This design comes from an exercise in tuning for small area, a short achievable clock period and few clock cycles per item on the open sky130 flow, not from production work.
Function was checked by simulation only, so behaviour that the tests miss may differ from the original.
Power is estimated from default activity; no workload was simulated.

## raven
## precompute_pipe
module precompute_pipe (
  input  logic    clk,
  input  logic    rst,
  input  logic    in_pass,
  input  logic [3:0]  in_op,
  input  logic [2:0]  in_ra0,
  input  logic [2:0]  in_ra1,
  input  logic [2:0]  in_wa,
  input  logic [15:0] in_imm,
  input  logic    hold,
  output logic    in_accept,
  output logic    out_vld,
  output logic [2:0]  out_wa,
  output logic [31:0] out_wdata
);
Settings: LEC_CHECK=0, CAP_MARGIN=20, CORE_MARGIN=2, CORE_UTILIZATION=60, CTS_CLUSTER_DIAMETER=100, CTS_CLUSTER_SIZE=30, PLACE_DENSITY=0.75, SETUP_SLACK_MARGIN=2.7, SLEW_MARGIN=20; clock period 4.5 ns.
run.sh (not shown) runs the stock make flow with config.mk's settings and CLKGATE_MAP_FILE= SYNTH_SCRIPT=/design/flow/synth_recipe.tcl, a recipe that flattens the netlist after the stock synthesis.
Testbench counts of raven, summed over its fixed seeds: cycles 12,080, items 12,000.
Changes in quartz relative to raven:
Settings: CORE_UTILIZATION: 60 -> 50; PLACE_DENSITY: 0.75 -> 0.65; SETUP_SLACK_MARGIN: 2.7 -> 2.4.
Results
Per the final summary, quartz finished and its layout is clean on timing, DRC and antenna. Sort raven and quartz by headroom to the max-slew limit, ascending, and raven comes first. Vias: quartz below raven. raven consumes more power than quartz. Summary of quartz over raven: total of clock buffers placed in the layout rose by 1, delay of the slowest critical-path stage shows a reduction of 0.13 ns, die area +20%, count of nets after finishing went down 130, number of gates given a new drive strength after cts has decreased. Looking at raven and quartz, the clock insertion delay at the later pin of the skew report is a wash.
Input changes introduced in maple (baseline for comparison: quartz):
Settings: changing PLACE_DENSITY from 0.65 to 0.75; changing CORE_UTILIZATION from 50 to 60; changing SETUP_SLACK_MARGIN from 2.4 to 3.0.
Findings:
maple ended up with i_exec_unit.r[11]$_DFF_P_ as its capturing instance or port of the critical path; quartz ended up with out_wdata[28]. maple: worst path required time 1.44 ns above quartz. Diff quartz -> maple: worst hold slack did not really move, depth of the worst register-to-register path went up, total power went up.
The following lists how onyx was set up differently from maple:
Settings: a change of SETUP_SLACK_MARGIN from 3.0 to 2.4.
Findings:
Non-clock inverter instance count of the final layout, onyx and maple: higher on maple. maple vs onyx, critical path start-end classification: reg2reg vs reg2out. Of onyx and maple, the run reporting the lower final cell count without fillers was onyx. Looking at total sequential power across onyx and maple, the one that comes out lower is onyx. When the final numbers for onyx and maple were put side by side, the final critical delay including setup and external delays turned out to be greater in maple. onyx ended up with a lower synthesis-to-layout area growth than maple did. onyx vs. maple: via count of the first global-routing pass now sits lower, cell area now sits lower, clock skew now sits lower.
> inputs changed (onyx -> xenon)
Settings: PLACE_DENSITY now 0.8, was 0.75; CORE_UTILIZATION now 70, was 60.
## What came out
Looking at final critical-path required period across onyx and xenon, the one that comes out higher is xenon.
| maximum operating frequency | higher: onyx |
xenon vs onyx: total stage count of the critical path up in xenon
In the reports for onyx and xenon, the smaller delay contributed by the slowest stage of the critical path belongs to onyx.
Relative to onyx, the final design utilization of xenon is higher by 11 points.
Summary: with onyx as the reference, peak supply drop in xenon moved up by more than a quarter.

Another version of the RTL of precompute_pipe (not shown whole).
Size: ~2500 cells after synthesis, about 70 I/O pins, roughly 38000 µm² of cells after synthesis.
make LEC_CHECK=0 CAP_MARGIN=20 CORE_MARGIN=2 CORE_UTILIZATION=55 CTS_CLUSTER_DIAMETER=100 CTS_CLUSTER_SIZE=30 PLACE_DENSITY=0.7 SETUP_SLACK_MARGIN=2.5 SLEW_MARGIN=20 finish   # period 4.5 ns
The first run passed the timing, design-rule and antenna checks.
Testbench counts at the start, summed over its fixed seeds: cycles 12,080, items 12,000.
Rerun with:
CAP_MARGIN = 0   (was 20)
CORE_UTILIZATION = 60   (was 55)
PLACE_DENSITY = 0.75   (was 0.7)
SETUP_SLACK_MARGIN = 2.4   (was 2.5)
SLEW_MARGIN = 0   (was 20)
After rerunning:
- combinational power drops by 4.6%
- clock power hardly moves
- global-route usage climbs by 2.1 points
- first-iteration DRC count climbs by 3.6%
- sequential share of layout area climbs by 0.72 points
- clock skew drops by 6.3 ps
Rerun with:
CAP_MARGIN = 20   (was 0)
CORE_UTILIZATION = 65   (was 60)
PLACE_DENSITY = 0.7   (was 0.75)
SETUP_SLACK_MARGIN = 2.45   (was 2.4)
SLEW_MARGIN = 20   (was 0)
Result:
- routed wire length went down slightly
- via count barely changes
- global-route usage went up by 2.1 points
Rerun with:
CORE_UTILIZATION = 60   (was 65)
PLACE_DENSITY = 0.8   (was 0.7)
=> The changed run ran to the end with no violations; wire length shrinks by about 2.3%; cell count grows by about 2%; sequential cell count stays the same; sequential share of layout area is about the same; sequential power is about the same; worst setup slack improved by 39 ps; first-iteration DRC count grows by about 15%.
Rerun with:
PLACE_DENSITY = 0.75   (was 0.8)
SETUP_SLACK_MARGIN = 2.4   (was 2.45)
After rerunning: Hold slack loses 9.7 ps; via count barely changes; first-iteration DRC count came out lower by 1.4%; die area stays the same; wire length increases by 3.0%; synthesized cell count stays the same; combinational power went down by about 2%; worst setup slack got worse by 7.4 ps; total power hardly moves.
Rerun with:
SETUP_SLACK_MARGIN = 2.5   (was 2.4)
Setup slack degrades by 23 ps. Synthesized area stays the same. Design area rises by 1.7%. Core utilization rises by 1.2 points. Die area does not change. Non-clock buffer count rises by 28. Routed wire length stays flat. Critical path depth is unchanged. Fmax falls by 1.1%. Global-route usage hardly moves. Worst hold slack improves by 10 ps.

## violet
precompute_pipe, a different RTL version from the one above (not shown whole).
For scale: about 2,100 cells after synthesis, ~830 flip-flops, roughly 70 I/O pins.
==> flow/design.v (excerpt) <==
module precompute_pipe (
  input  logic    clk,
  input  logic    rst,
  input  logic    in_pass,
  input  logic [3:0]  in_op,
  input  logic [2:0]  in_ra0,
  input  logic [2:0]  in_ra1,
  input  logic [2:0]  in_wa,
  input  logic [15:0] in_imm,
  input  logic    hold,
  output logic    in_accept,
  output logic    out_vld,
  output logic [2:0]  out_wa,
  output logic [31:0] out_wdata
);
Settings: LEC_CHECK=0, CAP_MARGIN=20, CORE_MARGIN=2, CORE_UTILIZATION=60, CTS_CLUSTER_DIAMETER=100, CTS_CLUSTER_SIZE=30, PLACE_DENSITY=0.75, SETUP_SLACK_MARGIN=2.2, SLEW_MARGIN=20; clock period 4.5 ns.
Testbench counts of violet, summed over its fixed seeds: cycles 12,080, items 12,000.
## Diff of input files: delta against violet
Settings: CTS_CLUSTER_SIZE: 30 -> unset; SETUP_SLACK_MARGIN: 2.2 -> 2.0; CTS_CLUSTER_DIAMETER: 100 -> unset.
--- outcome ---
Relative to violet, share of the cycle needed by the critical path after routing has gone up in delta. Compared with violet, delta shows a higher time the worst path needs with I/O delays and setup. Higher measured slew at the worst slew-check pin goes to violet over delta. Taking delta as 1.0, violet lands at 0.53 on number of clock buffer instances in the layout. violet ended up with sky130_fd_sc_hd__edfxtp_1 as its cell at the slowest stage of the critical path; delta ended up with sky130_fd_sc_hd__clkdlybuf4s50_1. delta vs violet, internal reg-to-reg setup slack went up by 30 ps.
Input changes introduced in zinc (baseline for comparison: delta):
Settings: CTS_CLUSTER_SIZE now 25, previously not set; SETUP_SLACK_MARGIN now 2.1, was 2.0; CTS_CLUSTER_DIAMETER now 80, previously not set.
- zinc completed every stage of the flow, and the final layout passed the timing, design-rule and antenna checks.
- Between zinc and delta, the area of placed instances figures differ only marginally.
- zinc vs delta: proportion of layout cells with a drive suffix above 1 down in zinc
- Summary — setup slack at placement, zinc relative to delta: lower, by 33 ps.
- Compared with delta, zinc shows non-clock buffer total of the final layout that has gone up by more than 10%.
The following lists how ember was set up differently from zinc:
Settings: swapping 0.75 for 0.85 in PLACE_DENSITY; swapping 2.1 for 2.0 in SETUP_SLACK_MARGIN; swapping 25 for 30 in CTS_CLUSTER_SIZE; swapping 80 for 100 in CTS_CLUSTER_DIAMETER; swapping 60 for 75 in CORE_UTILIZATION.
[summary]
ember: full flow OK, the timing, design-rule and antenna checks passed
Per the final summary, zinc finished and its layout is clean on timing, DRC and antenna.
Cell area | ember vs zinc | ember smaller
Sort zinc and ember by clock latency on the worst-skew pair, ascending, and zinc comes first.
Looking at met2 layer usage reported by global route, ember sits 11 points above zinc.

-- afterwards: timing with drivers on the ports --
Ports are ideal in the flow. The routed layouts listed here were re-timed in OpenROAD.
Step 1 assumes that a clkbuf_16 drives the clock port and a buf_2 every other input.
Step 2 adds t to the input delays and takes it off the output delays; t is the mean of the earliest and latest rising clock arrival at the registers after step 1. Input paths then give back, and output paths get back, about the clock's delay inside the block.
a / b / c = ideal ports / drivers / drivers and shift; a / b = the first two.
run | t (ns) | slack for setup (ns) | worst hold slack (ns) | cell pins on the clock port's net
raven | 0.663 | 2.430 / 2.376 / 1.853 | 0.346 / 0.346 / 0.346 | 1
quartz | 0.667 | 2.402 / 2.339 / 1.801 | 0.351 / 0.351 / 0.351 | 1
maple | 0.663 | 2.395 / 2.351 / 1.829 | 0.351 / 0.351 / 0.351 | 1
onyx | 0.659 | 2.435 / 2.375 / 1.790 | 0.351 / 0.351 / 0.351 | 1
xenon | 0.659 | 2.352 / 2.352 / 1.815 | 0.350 / 0.350 / 0.350 | 1
the first run of note 2 | 0.663 | 2.449 / 2.406 / 1.851 | 0.354 / 0.354 / 0.354 | 1
the second run of note 2 | 0.657 | 2.429 / 2.376 / 1.772 | 0.342 / 0.342 / 0.342 | 1
the third run of note 2 | 0.653 | 2.397 / 2.399 / 1.746 | 0.335 / 0.335 / 0.335 | 1
the fourth run of note 2 | 0.660 | 2.436 / 2.388 / 1.821 | 0.352 / 0.352 / 0.352 | 1
the fifth run of note 2 | 0.657 | 2.429 / 2.376 / 1.772 | 0.342 / 0.342 / 0.342 | 1
the sixth run of note 2 | 0.657 | 2.405 / 2.391 / 1.869 | 0.352 / 0.352 / 0.352 | 1
violet | 0.690 | 2.055 / 2.055 / 1.611 | 0.351 / 0.351 / 0.351 | 1
delta | 0.675 | 2.042 / 1.999 / 1.395 | 0.340 / 0.340 / 0.340 | 1
zinc | 0.647 | 2.003 / 2.003 / 1.603 | 0.346 / 0.346 / 0.346 | 1
ember | 0.689 | 1.895 / 1.895 / 1.286 | 0.351 / 0.351 / 0.351 | 1
After both steps setup and hold are still met in every run listed.
